This design comes from an exercise in tuning for small area, a short achievable clock period and few clock cycles on the open sky130 flow, not from production work.
At most, simulation tests tie the RTL to the original design; equivalence was not proved.
Power figures rest on the tool's default switching activity, not on a simulated workload.

== rev 12 ==
==> flow/design.v (excerpt) <==
module keyword_tokenizer_unit (
  input  logic        clk_i,
  input  logic        rst_ni,
  input  logic        in_valid_i,
  output logic        in_ready_o,
  input  logic [7:0]  char_in_i,
  input  logic        end_of_input_i,
  output logic        out_valid_o,
  input  logic        out_ready_i,
  output logic [4:0]  token_kind_o,
  output logic [31:0] number_value_o,
  output logic [6:0]  text_length_o,
  output logic        is_chunk_o,
  output logic [63:0] text_chunk_o,
  output logic        last_o
);
Size in the first run: roughly 1800 cells after synthesis, roughly 600 flip-flops, about 25000 µm² of cells after synthesis.
==> flow/config.mk <==
export PLATFORM = sky130hd
export DESIGN_NAME = keyword_tokenizer_unit
export DESIGN_NICKNAME = keyword_tokenizer_unit
export VERILOG_FILES = /design/flow/design.v
export SDC_FILE = /design/flow/constraint.sdc
export NUM_CORES = 4
export LEC_CHECK = 0
export ABC_CLOCK_PERIOD_IN_PS = 2500
export CAP_MARGIN = 20
export CORE_MARGIN = 2
export CORE_UTILIZATION = 40
export CTS_BUF_LIST = sky130_fd_sc_hd__clkbuf_16
export CTS_CLUSTER_DIAMETER = 60
export CTS_CLUSTER_SIZE = 24
export SETUP_SLACK_MARGIN = 4.3
export SLEW_MARGIN = 20
==> flow/constraint.sdc <==
create_clock -name core_clock -period 7.0 [get_ports {clk_i}]
set_input_delay 1.4000 -clock core_clock [delete_from_list [all_inputs] [get_ports {clk_i}]]
set_output_delay 1.4000 -clock core_clock [all_outputs]
set_load 0.01 [all_outputs]
standard.sh (not shown) runs the stock make flow with config.mk's settings and CLKGATE_MAP_FILE= SYNTH_SCRIPT=/design/flow/synth_recipe.tcl, a recipe that flattens the netlist after the stock synthesis.
==> flow/flow/run.sh <==
#!/bin/bash
# Standard layout, with the port buffers made from plain buffers (buf_2) instead of the
# delay cell buffer_ports picks by default. Each tool's output goes to its own log here.
set -euo pipefail
bash standard.sh "BUFFER_PORTS_ARGS=-buffer_cell sky130_fd_sc_hd__buf_2" finish > standard.log 2>&1
Testbench counts of rev 12, summed over its fixed seeds: cycles 24,445.
The inputs of rev 13 differ from those of rev 12 as listed below.
# rev 12
export LEC_CHECK = 0
export ABC_CLOCK_PERIOD_IN_PS = 2500
export CAP_MARGIN = 20
export CORE_MARGIN = 2
export CORE_UTILIZATION = 40
export CTS_BUF_LIST = sky130_fd_sc_hd__clkbuf_16
export CTS_CLUSTER_DIAMETER = 60
export CTS_CLUSTER_SIZE = 24
export SETUP_SLACK_MARGIN = 4.3
export SLEW_MARGIN = 20
create_clock -name core_clock -period 7.0 [get_ports {clk_i}]
# rev 13
export LEC_CHECK = 0
export ABC_CLOCK_PERIOD_IN_PS = 2500
export CAP_MARGIN = 20
export CORE_MARGIN = 2
export CORE_UTILIZATION = 40
export CTS_BUF_LIST = sky130_fd_sc_hd__clkbuf_16
export CTS_CLUSTER_DIAMETER = 60
export CTS_CLUSTER_SIZE = 24
export SETUP_SLACK_MARGIN = 4.0
export SLEW_MARGIN = 20
create_clock -name core_clock -period 7.0 [get_ports {clk_i}]
Results
Rev 12 → rev 13: final clock period utilization by the worst path higher, final-stage net count fell 31, count of non-filler cells in the finished layout has decreased, combined area of all synthesized cells flat.
Density: rev 13 sparser than rev 12
Where worst slew slack as a fraction of its limit is concerned, rev 12 is better than rev 13.

========
job 105:
keyword_tokenizer_unit, a different RTL version from the one above (not shown whole).
Size in the first run: roughly 2000 cells after synthesis, about 590 flip-flops, roughly 130 I/O pins.
clock: 7.0 ns
lec_check: 0
abc_clock_period_in_ps: 2500
cap_margin: 20
core_margin: 2
core_utilization: 40
cts_buf_list: sky130_fd_sc_hd__clkbuf_16
cts_cluster_diameter: 60
cts_cluster_size: 24
setup_slack_margin: 4.4
slew_margin: 20
synth_hierarchical: 1
synth_minimum_keep_size: 0
Scripts as last shown in full above: flow/flow/run.sh
Job 105 | status: complete | timing, DRC, antenna: pass
## Diff of input files: job 104 against job 105
Settings: SETUP_SLACK_MARGIN changed from 4.4 to 4.0.
Notes after the runs:
- Both conditions hold for job 104: the flow ran to the end and the final layout passed the timing, design-rule and antenna checks.
- Job 104 vs job 105 on overall global routing resource usage: job 104 is the lower one.
- Job 104 ended up with a lower power than job 105 did.
- Clock tree cell share of total cell area in job 104 vs job 105: down 0.43 points
- When job 104 is set beside job 105, its post-route standard cell area excluding fillers turns out to be 0.0014 mm² smaller.
- Between job 104 and job 105, it is job 104 whose multi-input gate share of the layout cell area is lower, by 0.63 points.
- Diff job 105 -> job 104: actual slew at the worst max-slew pin shows an increase of 0.14 ns, total routed wirelength lost 3.2%, total via count after detailed routing shows a reduction of 560, wire length of the first global-routing pass decreased 2.9 mm.
Function was not checked in any run of this note: the RTL went through the layout flow alone.

========
keyword_tokenizer_unit, a different RTL version from the one above (not shown whole).
For scale: ~1,800 cells after synthesis, ~600 flip-flops, roughly 130 I/O pins.
Settings: LEC_CHECK=0, ABC_CLOCK_PERIOD_IN_PS=2500, CAP_MARGIN=20, CORE_MARGIN=2, CORE_UTILIZATION=40, SETUP_SLACK_MARGIN=4.0, SLEW_MARGIN=20; clock period 7.0 ns.
Scripts as last shown in full above: flow/flow/run.sh
Testbench counts at the start, summed over its fixed seeds: cycles 24,876.
Edit:
==> flow/run.sh (new file) <==
#!/bin/bash
# synth_recipe.tcl (not shown) runs the flow's synth.tcl, then flattens the netlist and writes it again
# the make line also repeats each setting of config.mk as NAME=value (left out here)
make -C /OpenROAD-flow-scripts/flow DESIGN_CONFIG=/design/flow/config.mk WORK_HOME=/design/flow/orfs CLKGATE_MAP_FILE= SYNTH_SCRIPT=/design/flow/synth_recipe.tcl finish
removed: flow/flow/run.sh
removed: flow/standard.sh
=>
- The changed run passed the timing, design-rule and antenna checks
- setup slack improved by 22 ps
- die area does not change
- hold slack improved by 12 ps
- total power rose by 1.2%
- via count fell by 0.49%
- wire length fell by about 1.2%
- sequential share of layout area fell by 0.95 points
- fmax rose by about 0.75%
- non-clock buffer count stays the same

========
Setup of run 1:
keyword_tokenizer_unit, a different RTL version from the one above (not shown whole).
Size in the first run: ~1800 cells after synthesis, ~130 I/O pins, about 25000 µm² of cells after synthesis.
Design keyword_tokenizer_unit, start of the top module:
module keyword_tokenizer_unit (
  input  logic        clk_i,
  input  logic        rst_ni,
  input  logic        in_valid_i,
  output logic        in_ready_o,
  input  logic [7:0]  char_in_i,
  input  logic        end_of_input_i,
  output logic        out_valid_o,
  input  logic        out_ready_i,
  output logic [4:0]  token_kind_o,
  output logic [31:0] number_value_o,
  output logic [6:0]  text_length_o,
  output logic        is_chunk_o,
  output logic [63:0] text_chunk_o,
  output logic        last_o
);
Settings: LEC_CHECK=0, ABC_CLOCK_PERIOD_IN_PS=2500, CAP_MARGIN=20, CORE_MARGIN=2, CORE_UTILIZATION=40, CTS_BUF_LIST=sky130_fd_sc_hd__clkbuf_16, CTS_CLUSTER_DIAMETER=60, CTS_CLUSTER_SIZE=24, SETUP_SLACK_MARGIN=4.1, SLEW_MARGIN=20; clock period 7.0 ns.
==> flow/flow/run.sh <==
#!/bin/bash
# Standard layout, with the port buffers made from plain buffers (buf_2) instead of the
# delay cell buffer_ports picks by default. Each tool's output goes to its own log here.
set -euo pipefail
bash standard.sh "BUFFER_PORTS_ARGS=-buffer_cell sky130_fd_sc_hd__buf_2" finish > standard.log 2>&1
Testbench counts of run 1, summed over its fixed seeds: cycles 24,445.
diff inputs: run 1 => run 2
Settings: SETUP_SLACK_MARGIN changed from 4.1 to 4.0; CORE_UTILIZATION changed from 40 to 50.
==> results.txt <==
Run 2 went all the way through synthesis, placement and routing and the layout is clean on timing, DRC and antenna.
Sort run 1 and run 2 by final worst-path cycle share, ascending, and run 1 comes first.
Diff run 1 -> run 2 | combinational gate power | down by a few percent
Fraction of area in registers: run 2 vs run 1 up 0.70 points
Compare run 1 and run 2 | total iterations of the first detailed-routing run higher: run 1
Comparing run 1 and run 2, the lower internal portion of total power is on run 2.
In run 2 the pin count of the biggest net entering global routing turned out 7 higher than in run 1.
Going from run 1 to run 2, part of the power in combinational logic shrank by 1.1 points; wire length reported by the detailed router went down 2.2%.
What run 3 does differently from run 2 at the input level:
Settings: CORE_UTILIZATION changed from 50 to 40.
Results
Per the final summary, run 3 finished and its layout is clean on timing, DRC and antenna. Status: area growth from synthesis to layout parity (run 3, run 2). Run 3 vs. run 2: sequential share of layout area held; largest fanout on the critical path higher; wire length on met1 now sits higher; synthesized-area fraction occupied by and/or/nand/nor cells barely changed; worst-case hold slack climbed 0.029 ns. Overall die area: run 3 and run 2 compared, lower one is run 2. The capture point of the critical path comes out number_value_o[0] in one run and number_value_o[4] in the other, namely in run 3 and run 2 respectively. Comparing tap cell instance count for run 3 and run 2, the bigger number came from run 3. Route | run 3 vs run 2 | wire longer in run 3.
Edits applied to the flow inputs when going from run 3 to run 4:
Settings: a change of SETUP_SLACK_MARGIN from 4.0 to 3.7.
==> comparison <==
- In run 4, the routed wire length came out about 1% below the value in run 3.
- Between run 3 and run 4, the register area figures differ only marginally.
- Run 3 and run 4 ended up with nearly the same first-pass GRT wire length.
- Total met3 wirelength after detailed routing, run 4 vs run 3: down by a few percent
- Run 3 → run 4: worst slack after detailed placement went down, post-route cell area dropped 0.72%, sum of met2 wire segment lengths after detailed routing decreased 2.4%, critical path depth went up by 10, area used by multi-input combinational logic lost 76 µm².
- Run 4 ended up with fewer standard cells than run 3.
- Run 4 — switching power as a share of total power 0.16 points lower, run 3 as reference

========
## P
keyword_tokenizer_unit, a different RTL version from the one above (not shown whole).
For scale: about 25000 µm² of cells after synthesis.
Design keyword_tokenizer_unit, start of the top module:
module keyword_tokenizer_unit (
  input  logic        clk_i,
  input  logic        rst_ni,
  input  logic        in_valid_i,
  output logic        in_ready_o,
  input  logic [7:0]  char_in_i,
  input  logic        end_of_input_i,
  output logic        out_valid_o,
  input  logic        out_ready_i,
  output logic [4:0]  token_kind_o,
  output logic [31:0] number_value_o,
  output logic [6:0]  text_length_o,
  output logic        is_chunk_o,
  output logic [63:0] text_chunk_o,
  output logic        last_o
);
  logic         rdy_q;
  logic         ir_v_q, sk_v_q;
  logic [8:0]   sk_q;           
  kt_pkg::cls_t ir_q;           
  logic [8:0]   ir_src;
  logic         consume;
  logic         in_fire, ir_free, sk_v_d;
  assign ir_src     = sk_v_q ? sk_q : {end_of_input_i, char_in_i};
  assign in_ready_o = rdy_q;
  assign in_fire    = in_valid_i && rdy_q;
  assign ir_free    = !ir_v_q || consume;
  assign sk_v_d     = !ir_free && (sk_v_q || in_fire);
  always_ff @(posedge clk_i or negedge rst_ni) begin
    if (!rst_ni) begin
      rdy_q  <= 1'b1;
      ir_v_q <= 1'b0;
      sk_v_q <= 1'b0;
    end else begin
      rdy_q  <= !sk_v_d;
      ir_v_q <= !ir_free || sk_v_q || in_fire;
      sk_v_q <= sk_v_d;
    end
  end
  always_ff @(posedge clk_i) begin
    if (rdy_q) sk_q <= {end_of_input_i, char_in_i};
    if (ir_free) ir_q <= kt_pkg::classify(ir_src[7:0], ir_src[8]);
  end
  logic        m_num_q, m_id_q;    
  logic [31:0] acc_q;              
  logic [6:0]  len_q;              
  logic [2:0]  base_q;             
  logic [2:0]  wrp_q;              
  logic        sq_ch_q;            
  logic [2:0]  sq_row_q;           
  logic [2:0]  sq_lrow_q;          
  logic [2:0]  sq_llane_q;         
  ...
==> flow/config.mk <==
export PLATFORM = sky130hd
export DESIGN_NAME = keyword_tokenizer_unit
export DESIGN_NICKNAME = keyword_tokenizer_unit
export VERILOG_FILES = /design/flow/design.v
export SDC_FILE = /design/flow/constraint.sdc
export NUM_CORES = 4
export LEC_CHECK = 0
export ABC_CLOCK_PERIOD_IN_PS = 2500
export CAP_MARGIN = 20
export CORE_MARGIN = 2
export CORE_UTILIZATION = 40
export CTS_BUF_LIST = sky130_fd_sc_hd__clkbuf_16
export CTS_CLUSTER_DIAMETER = 60
export CTS_CLUSTER_SIZE = 24
export SETUP_SLACK_MARGIN = 4.2
export SLEW_MARGIN = 20
==> flow/constraint.sdc <==
create_clock -name core_clock -period 7.0 [get_ports {clk_i}]
set_input_delay 1.4000 -clock core_clock [delete_from_list [all_inputs] [get_ports {clk_i}]]
set_output_delay 1.4000 -clock core_clock [all_outputs]
set_load 0.01 [all_outputs]
Scripts as last shown in full above: flow/flow/run.sh
What Q does differently from P at the input level:
- swapping 4.2 for 4.0 in SETUP_SLACK_MARGIN
--- outcome ---
Delta (Q minus P): count of non-CTS buffers in the layout now sits lower, initial antenna violation count essentially unchanged, cell count decreased by 53 relative to the old numbers, count of hold buffers inserted by post-cts repair comparable.
No run of this note included a check of the RTL's function; only the layout flow was run.

separate check: timing with driven ports:
No port has a modelled driver above. Below, the same layouts with a new extraction and two added sets of constraints. Step 1 assumes that a clkbuf_16 drives the clock port and a buf_2 every other input. Step 2 times the ports against the registers' clock, not the clock port: input delays grow and output delays shrink by t, the midpoint of the rising clock arrivals with the driver on. Slacks: ideal / step 1 / step 2; pairs: ideal / step 1.
run	t, ns	setup slack, ns	worst hold slack (ns)	worst setup path at the end
rev 12	0.644	4.003 / 3.961 / 3.775	0.421 / 0.421 / 0.421	input to register
rev 13	0.653	3.960 / 3.960 / 3.478	0.405 / 0.405 / 0.405	input to register
job 105	0.659	4.032 / 3.976 / 3.781	0.436 / 0.436 / 0.436	input to register
job 104	0.631	4.061 / 4.010 / 3.695	0.434 / 0.434 / 0.434	input to register
the first run of note 3	0.686	3.975 / 3.975 / 3.404	0.340 / 0.340 / 0.340	input to register
the second run of note 3	0.682	3.997 / 3.997 / 3.442	0.353 / 0.353 / 0.353	input to register
run 1	0.661	4.027 / 3.968 / 3.637	0.369 / 0.369 / 0.369	input to register
run 2	0.645	3.943 / 3.886 / 3.392	0.377 / 0.377 / 0.377	input to register
run 3	0.654	4.044 / 3.981 / 3.576	0.405 / 0.405 / 0.405	input to register
run 4	0.647	3.907 / 3.907 / 3.348	0.371 / 0.371 / 0.371	input to register
P	0.681	4.008 / 3.947 / 3.502	0.515 / 0.515 / 0.515	input to register
Q	0.657	4.038 / 3.993 / 3.425	0.498 / 0.498 / 0.498	input to register
After both steps setup and hold are still met in every run listed. For Q, which loses most, drivers alone change the setup slack by -0.045 ns; drivers and shift together by -0.613 ns.
